Source: an optimization exercise on an open RTL-to-GDS flow (aim: small area). Production flows keep margins and buffers that such runs may drop.
Where RTL was checked, it was by simulation tests only, not by an equivalence proof against the original.

Setup of violet:
==> flow/design.v (excerpt) <==
module websocket_accept_key_engine (
  input  logic       clk_i,
  input  logic       rst_ni,
  input  logic       in_valid_i,
  output logic       in_stall_o,
  input  logic [7:0] rx_byte_i,
  output logic       out_valid_o,
  input  logic       out_stall_i,
  output logic [7:0] accept_char_o,
  output logic [4:0] char_index_o,
  output logic       last_o
);
For scale: ~1,700 cells after synthesis, roughly 28 I/O pins.
export LEC_CHECK = 0
export ABC_AREA = 1
export CAP_MARGIN = 20
export CORE_MARGIN = 2
export CORE_UTILIZATION = 40
export PLACE_DENSITY = 0.85
export SLEW_MARGIN = 20
create_clock -name core_clock -period 10.0 [get_ports {clk_i}]
standard.sh (not shown) runs the stock make flow with config.mk's settings and CLKGATE_MAP_FILE= SYNTH_SCRIPT=/design/flow/synth_recipe.tcl, a recipe that flattens the netlist after the stock synthesis.
==> flow/flow/run.sh <==
#!/bin/bash
# The standard layout (standard.sh) with changes to how the layout is made;
# the registers, their names and cell types stay the standard synthesis's:
#  - synthesis maps adders to plain gates, not the library's full and half
#    adder cells (no ADDER_MAP_FILE), and ABC maps for area with amap (a copy
#    of ORFS's scripts with its own abc_area.script);
#  - port buffers are buf_1 cells;
#  - clock tree synthesis uses clkbuf_4 buffers in small clusters and no
#    dummy loads.
# Each tool's output goes to the ORFS logs under orfs/logs; make's output to
# standard_flow.log here.
set -euo pipefail
rm -rf orfs_scripts
cp -r "$FLOW_HOME/scripts" orfs_scripts
printf 'strash\ndch -f\namap\ntopo\n' > orfs_scripts/abc_area.script
export SCRIPTS_DIR="$PWD/orfs_scripts"
export ADDER_MAP_FILE=
export BUFFER_PORTS_ARGS="-buffer_cell sky130_fd_sc_hd__buf_1"
export CTS_ARGS="-sink_clustering_enable -repair_clock_nets -dont_use_dummy_load -buf_list sky130_fd_sc_hd__clkbuf_4 -sink_clustering_size 12 -sink_clustering_max_diameter 35"
bash standard.sh > standard_flow.log 2>&1
For fjord, these inputs were changed with respect to violet:
==> flow/flow/run.sh <==
#!/bin/bash
# The standard layout (standard.sh), with two changes to how it is made:
#  - synthesis maps adders to plain gates instead of the library's full and
#    half adder cells (no ADDER_MAP_FILE), which gives smaller logic here;
#  - clock tree synthesis uses small clock buffers in small clusters and no
#    dummy loads.
# Registers, their names and cell types are the standard synthesis's.
set -euo pipefail
export ADDER_MAP_FILE=
export CTS_ARGS="-sink_clustering_enable -repair_clock_nets -dont_use_dummy_load -buf_list sky130_fd_sc_hd__clkbuf_4 -sink_clustering_size 10 -sink_clustering_max_diameter 40"
bash standard.sh > standard_flow.log 2>&1
diff --git a/flow/config.mk b/flow/config.mk
--- a/flow/config.mk
+++ b/flow/config.mk
@@ -12 +11,0 @@
-export PLACE_DENSITY = 0.85
==> run summary <==
In fjord, the routed length per instance came out about 7% below the value in violet.
The clock tree cell share of total cell area in fjord sits 0.18 points below the value recorded for violet.
fjord ended with less initial core utilization than violet.
Taking violet as the reference, in fjord detail-routed via count per cell lost about 8%; sequential cell count neither gained nor lost much; share of the clock period used by the worst path lost 16 points.
Compared fjord vs violet, and antenna diode instance count is up in fjord.
Summary of fjord over violet: final worst slack +1580 ps, layout clock buffer count down 1, register-to-register slack saw an increase.

---

websocket_accept_key_engine, a different RTL version from the one above (not shown whole).
Size in the first run: ~2,000 cells after synthesis, roughly 690 flip-flops, ~28 I/O pins.
Settings: LEC_CHECK=0, ABC_AREA=1, CAP_MARGIN=20, CORE_MARGIN=2, CORE_UTILIZATION=40, SLEW_MARGIN=20; clock period 10.0 ns.
==> flow/flow/run.sh <==
#!/bin/bash
# The standard layout (standard.sh), with two changes to how it is made:
#  - synthesis maps adders to plain gates instead of the library's full and
#    half adder cells (no ADDER_MAP_FILE), which gives smaller logic here;
#  - clock tree synthesis uses small clock buffers and no dummy loads.
# Registers, their names and cell types are the standard synthesis's.
set -euo pipefail
export ADDER_MAP_FILE=
export CTS_ARGS="-sink_clustering_enable -repair_clock_nets -dont_use_dummy_load -buf_list sky130_fd_sc_hd__clkbuf_4"
bash standard.sh > standard_flow.log 2>&1
Rerun with:
==> flow/run.sh (new file) <==
#!/bin/bash
# synth_recipe.tcl (not shown) runs the flow's synth.tcl, then flattens the netlist and writes it again
# the make line also repeats each setting of config.mk as NAME=value (left out here)
make -C /OpenROAD-flow-scripts/flow DESIGN_CONFIG=/design/flow/config.mk WORK_HOME=/design/flow/orfs CLKGATE_MAP_FILE= SYNTH_SCRIPT=/design/flow/synth_recipe.tcl finish
- CTS_BUF_LIST: unset -> sky130_fd_sc_hd__clkbuf_4
removed: flow/flow/run.sh
removed: flow/standard.sh
What happened:
- hold slack gets better by 0.019 ns
- die area goes up by 3.8%
- wire length goes down by 4.8%
- sequential share of layout area goes down by 4.5 points
- synthesized cell count goes up by 0.35%
- first-iteration DRC count goes down by 5.6%
No run of this note included a check of the RTL's function; only the layout flow was run.

---

old:
websocket_accept_key_engine, a different RTL version from the one above (not shown whole).
For scale: roughly 1600 cells after synthesis, ~690 flip-flops, roughly 28 I/O pins, ~21000 um^2 of cells after synthesis.
==> flow/config.mk <==
export PLATFORM = sky130hd
export DESIGN_NAME = websocket_accept_key_engine
export DESIGN_NICKNAME = websocket_accept_key_engine
export VERILOG_FILES = /design/flow/design.v
export SDC_FILE = /design/flow/constraint.sdc
export NUM_CORES = 4
export LEC_CHECK = 0
export ABC_AREA = 1
export CAP_MARGIN = 20
export CORE_MARGIN = 2
export CORE_UTILIZATION = 40
export SLEW_MARGIN = 20
==> flow/constraint.sdc <==
create_clock -name core_clock -period 10.0 [get_ports {clk_i}]
set_input_delay 2.0000 -clock core_clock [delete_from_list [all_inputs] [get_ports {clk_i}]]
set_output_delay 2.0000 -clock core_clock [all_outputs]
set_load 0.01 [all_outputs]
==> flow/flow/run.sh <==
#!/bin/bash
# The standard layout (standard.sh) with changes to how the layout is made;
# the registers, their names and cell types stay the standard synthesis's:
#  - synthesis maps adders to plain gates, not the library's full and half
#    adder cells (no ADDER_MAP_FILE), and ABC maps for area with amap, twice
#    (a copy of ORFS's scripts with its own abc_area.script);
#  - port buffers are buf_1 cells;
#  - clock tree synthesis uses clkbuf_4 buffers in small clusters and no
#    dummy loads.
# Each tool's output goes to the ORFS logs under orfs/logs; make's output to
# standard_flow.log here.
set -euo pipefail
rm -rf orfs_scripts
cp -r "$FLOW_HOME/scripts" orfs_scripts
printf 'strash\ndch -f\namap\nstrash\ndch -f\namap\ntopo\n' > orfs_scripts/abc_area.script
export SCRIPTS_DIR="$PWD/orfs_scripts"
export ADDER_MAP_FILE=
export BUFFER_PORTS_ARGS="-buffer_cell sky130_fd_sc_hd__buf_1"
export CTS_ARGS="-sink_clustering_enable -repair_clock_nets -dont_use_dummy_load -buf_list sky130_fd_sc_hd__clkbuf_4 -sink_clustering_size 10 -sink_clustering_max_diameter 40"
bash standard.sh > standard_flow.log 2>&1
old went all the way through the flow, and no timing, DRC or antenna check failed.
Edits applied to the flow inputs when going from old to new:
-- flow/flow/run.sh --
<<< old, line 14
cp -r "$FLOW_HOME/scripts" orfs_scripts
printf 'strash\ndch -f\namap\nstrash\ndch -f\namap\ntopo\n' > orfs_scripts/abc_area.script
export SCRIPTS_DIR="$PWD/orfs_scripts"
>>> new, line 14
cp -r "$FLOW_HOME/scripts" orfs_scripts
printf 'strash\ndch -f\namap -F 3 -A 8\nstrash\ndch -f\namap -F 3 -A 8\ntopo\n' > orfs_scripts/abc_area.script
export SCRIPTS_DIR="$PWD/orfs_scripts"
<<< old, line 18
export BUFFER_PORTS_ARGS="-buffer_cell sky130_fd_sc_hd__buf_1"
export CTS_ARGS="-sink_clustering_enable -repair_clock_nets -dont_use_dummy_load -buf_list sky130_fd_sc_hd__clkbuf_4 -sink_clustering_size 10 -sink_clustering_max_diameter 40"
bash standard.sh > standard_flow.log 2>&1
>>> new, line 18
export BUFFER_PORTS_ARGS="-buffer_cell sky130_fd_sc_hd__buf_1"
export CTS_ARGS="-sink_clustering_enable -repair_clock_nets -dont_use_dummy_load -buf_list sky130_fd_sc_hd__clkbuf_4 -sink_clustering_size 10 -sink_clustering_max_diameter 45"
bash standard.sh > standard_flow.log 2>&1
[summary]
As far as final design utilization is concerned, new and old perform about the same. Final critical-path share of the clock period ends up higher on new.

[what the ideal ports hide]
In the flow no input, the clock included, has a driving cell. The finished layouts below were timed again as built, in two steps. Step 1, drivers: a clkbuf_16 drives clk_i and a buf_2 each remaining input, both assumed. Step 2 moves the port delays by t, midway between the first and last clock arrival at a register: inputs arrive t later, outputs are due t later. That takes back most of the time a late clock gives input paths. a / b / c = ideal / step 1 / step 2; a / b = the first two.
run | t, ns | setup slack, ns | pins driven straight from the clock port
violet | 0.833 | 1.762 / 1.709 / 2.290 | 1
fjord | 0.877 | 3.338 / 3.282 / 4.159 | 1
the first run of note 2 | 0.905 | 3.604 / 3.552 / 4.457 | 1
the second run of note 2 | 1.016 | 1.420 / 1.420 / 1.420 | 1
old | 0.850 | 2.256 / 2.202 / 2.428 | 1
new | 0.869 | 2.217 / 2.164 / 2.862 | 1
After both steps setup and hold are still met in every run listed.
